Background: an optimization exercise with open tools, aiming at small area, a short achievable clock period and few clock cycles per item. Do not read the settings as production practice.
In this exercise RTL edits were held to simulation tests only and were not proved equivalent to the original.
No activity file was given, so power comes from the tool's default toggle rates.

== main ==
## cnn_top
module cnn_top
(
    input  logic        clk,
    input  logic        reset,
    input  logic        load_req,
    input  logic [15:0] load_cmd,        
    output logic        load_ack,
    input  logic        run_req,
    output logic        run_ack,
    output logic [81:0] result           
);
Size: about 4300 cells after synthesis, roughly 100 I/O pins, about 58000 um2 of cells after synthesis.
clock: 10.0 ns
lec_check: 0
cap_margin: 20
core_margin: 2
core_utilization: 70
cts_cluster_diameter: 65
cts_cluster_size: 26
slew_margin: 20
synth_hierarchical: 1
synth_minimum_keep_size: 0
standard.sh (not shown) runs the stock make flow with config.mk's settings and CLKGATE_MAP_FILE= SYNTH_SCRIPT=/design/flow/synth_recipe.tcl, a recipe that flattens the netlist after the stock synthesis.
==> flow/flow/run.sh <==
#!/bin/bash
# The standard layout, with timing repair aiming at 6.75 ns of setup slack
# against the design's 10 ns clock (a 3.25 ns critical path) instead of 0.
set -euo pipefail
bash standard.sh SETUP_SLACK_MARGIN=6.75 finish > standard_flow.log 2>&1
Testbench counts of main, summed over its fixed seeds: cycles 12,264, items 64.
The following lists how the feature branch was set up differently from main:
# main
export LEC_CHECK = 0
export CAP_MARGIN = 20
export CORE_MARGIN = 2
export CORE_UTILIZATION = 70
export CTS_CLUSTER_DIAMETER = 65
export CTS_CLUSTER_SIZE = 26
export SLEW_MARGIN = 20
export SYNTH_HIERARCHICAL = 1
export SYNTH_MINIMUM_KEEP_SIZE = 0
create_clock -name core_clock -period 10.0 [get_ports {clk}]
# the feature branch
export LEC_CHECK = 0
export CAP_MARGIN = 20
export CORE_MARGIN = 2
export CORE_UTILIZATION = 70
export CTS_CLUSTER_DIAMETER = 70
export CTS_CLUSTER_SIZE = 28
export SLEW_MARGIN = 20
export SYNTH_HIERARCHICAL = 1
export SYNTH_MINIMUM_KEEP_SIZE = 0
create_clock -name core_clock -period 10.0 [get_ports {clk}]
==> flow/flow/run.sh <==
#!/bin/bash
# The standard layout, with timing repair aiming at 6.8 ns of setup slack
# against the design's 10 ns clock (a 3.2 ns critical path) instead of 0.
set -euo pipefail
bash standard.sh SETUP_SLACK_MARGIN=6.8 finish > standard_flow.log 2>&1
==> comparison <==
Reported for main and the feature branch, number of different library cells in the post-synthesis netlist turned out identical to the last digit.
Est. power | the feature branch vs main | the feature branch lower
Core utilization for the feature branch: 0.44 points down relative to main
Diff main..the feature branch | number of buffers between clock root and the deepest sink | unchanged
Vias per cell across main and the feature branch: no real change.
[compare] base=main new=the feature branch: post-synthesis to final-layout area growth went down 0.62 points, routed wire length went down about 1.7%, final non-filler cell area went down 0.58%, setup slack went down 9.4 ps.
main → the feature branch: clock share of power saw a decrease; data required time at the worst endpoint saw little to no change.

========
Setup of north:
cnn_top, a different RTL version from the one above (not shown whole).
Size: ~59000 µm² of cells after synthesis.
// cnn_top
module cnn_top
(
    input  logic        clk,
    input  logic        reset,
    input  logic        load_req,
    input  logic [15:0] load_cmd,        
    output logic        load_ack,
    input  logic        run_req,
    output logic        run_ack,
    output logic [81:0] result           
);
    function automatic logic gt8(input logic [7:0] a, input logic [7:0] b);
        logic r;
        r = 1'b0;
        for (int i = 0; i < 8; i++)
        begin
            r = (a[i] & ~b[i]) | (~(a[i] ^ b[i]) & r);
        end
        gt8 = r;
    endfunction
    function automatic logic gt22(input logic [21:0] a, input logic [21:0] b);
        logic r;
        r = 1'b0;
        for (int i = 0; i < 22; i++)
        begin
            r = (a[i] & ~b[i]) | (~(a[i] ^ b[i]) & r);
        end
        gt22 = r;
    endfunction
    logic [2:0] ph;
    always_ff @(posedge clk or negedge reset)
    begin
        if (!reset)
        begin
            ph <= '0;
        end
        else
        begin
            ph <= ph + 3'd1;
        end
    end
    logic       running;         
    logic       busy;
    assign busy = run_req || running || run_ack;
    logic        take;
    logic        wv;             
    logic        wv2;            
    logic        we_img;         
    logic        we_wts;         
    logic        we_flt;         
    assign take = load_req && !load_ack && !busy;
    always_ff @(posedge clk or negedge reset)
    begin
        if (!reset)
        begin
            load_ack <= 1'b0;
  ...
export LEC_CHECK = 0
export CAP_MARGIN = 20
export CORE_MARGIN = 2
export CORE_UTILIZATION = 60
export CTS_CLUSTER_DIAMETER = 70
export CTS_CLUSTER_SIZE = 28
export SLEW_MARGIN = 20
export SYNTH_HIERARCHICAL = 1
export SYNTH_MINIMUM_KEEP_SIZE = 0
create_clock -name core_clock -period 10.0 [get_ports {clk}]
==> flow/flow/run.sh <==
#!/bin/bash
# The standard layout, with timing repair aiming at 6.8 ns of setup slack
# against the design's 10 ns clock (a 3.2 ns critical path) instead of 0.
set -euo pipefail
bash standard.sh SETUP_SLACK_MARGIN=6.8 finish > standard_flow.log 2>&1
north went all the way through synthesis, placement and routing and the layout is clean on timing, DRC and antenna.
Testbench counts of north, summed over its fixed seeds: cycles 12,128, items 64.
The following lists how south was set up differently from north:
Settings: CORE_UTILIZATION now 75, was 60; CTS_CLUSTER_SIZE now 26, was 28; CTS_CLUSTER_DIAMETER now 65, was 70.
==> flow/flow/run.sh <==
#!/bin/bash
# The standard layout, with timing repair aiming at 6.7 ns of setup slack
# against the design's 10 ns clock (a 3.3 ns critical path) instead of 0.
set -euo pipefail
bash standard.sh SETUP_SLACK_MARGIN=6.7 finish > standard_flow.log 2>&1
==> comparison <==
Going from north to south, headroom to the max-slew limit went down; sequential cell fraction of total power went up; detailed-route wire length increased 0.46%; power decreased 0.45%. opa[11]$_DFF_P_ as the startpoint of the most critical setup path was reported by south, and opb[7]$_DFF_P_ by north. Comparing south and north, register-to-register slack is higher on south.

========
cnn_top, a different RTL version from the one above (not shown whole).
Size in the first run: ~4400 cells after synthesis, about 100 I/O pins.
==> flow/config.mk <==
export PLATFORM = sky130hd
export DESIGN_NAME = cnn_top
export DESIGN_NICKNAME = cnn_top
export VERILOG_FILES = /design/flow/design.v
export SDC_FILE = /design/flow/constraint.sdc
export NUM_CORES = 4
export LEC_CHECK = 0
export CAP_MARGIN = 20
export CORE_MARGIN = 2
export CORE_UTILIZATION = 70
export CTS_CLUSTER_DIAMETER = 65
export CTS_CLUSTER_SIZE = 26
export SLEW_MARGIN = 20
export SYNTH_HIERARCHICAL = 1
export SYNTH_MINIMUM_KEEP_SIZE = 0
==> flow/constraint.sdc <==
create_clock -name core_clock -period 10.0 [get_ports {clk}]
set_input_delay 2.0000 -clock core_clock [delete_from_list [all_inputs] [get_ports {clk}]]
set_output_delay 2.0000 -clock core_clock [all_outputs]
set_load 0.01 [all_outputs]
==> flow/flow/run.sh <==
#!/bin/bash
# The standard layout, with timing repair aiming at 6.85 ns of setup slack
# against the design's 10 ns clock (a 3.15 ns critical path) instead of 0.
set -euo pipefail
bash standard.sh SETUP_SLACK_MARGIN=6.85 finish > standard_flow.log 2>&1
The starting point finished clean.
Testbench counts at the start, summed over its fixed seeds: cycles 12,128, items 64.
==> next run, changes <==
==> flow/flow/run.sh (replaced) <==
#!/bin/bash
# The standard layout, with timing repair aiming at 6.75 ns of setup slack
# against the design's 10 ns clock (a 3.25 ns critical path) instead of 0.
set -euo pipefail
bash standard.sh SETUP_SLACK_MARGIN=6.75 finish > standard_flow.log 2>&1
Outcome: Worst setup slack is worse by 0.020 ns. Power is lower slightly. Count of clock-buffer cells in the layout shrinks by 1. Design area goes down slightly. Maximum frequency is lower slightly.

[re-timing with driven ports]
How much do the figures lean on ideal ports? The routed layouts below were timed once more, with nothing changed but the port constraints.
Step 1 (the two cells are an assumption about what drives the block):
set clk [get_ports {clk}]
set_driving_cell -lib_cell sky130_fd_sc_hd__clkbuf_16 $clk
set_driving_cell -lib_cell sky130_fd_sc_hd__buf_2 [delete_from_list [all_inputs] $clk]
Step 2 times the ports against the registers' clock, not the clock port: input delays grow and output delays shrink by t, the midpoint of the rising clock arrivals with the driver on.
Slacks: no drivers / after step 1 / after step 2; pairs: no drivers / after step 1.
run	t (ns)	slack for setup (ns)	latest minus earliest clock arrival (ns)	worst slew at a driven data input, ns	pins driven straight from the clock port
main	0.728	6.747 / 6.677 / 6.276	0.040 / 0.040	0.04	1
the feature branch	0.712	6.738 / 6.674 / 6.211	0.049 / 0.048	0.04	1
north	0.757	6.651 / 6.651 / 6.219	0.052 / 0.052	0.05	1
south	0.730	6.687 / 6.648 / 6.239	0.031 / 0.032	0.04	1
the first run of note 3	0.743	6.763 / 6.686 / 6.303	0.051 / 0.050	0.04	1
the second run of note 3	0.742	6.743 / 6.674 / 6.329	0.058 / 0.058	0.04	1
After both steps every run listed still meets setup and hold. The setup slack of the feature branch, which loses most, moves by -0.064 ns with the drivers and by -0.527 ns with both steps.
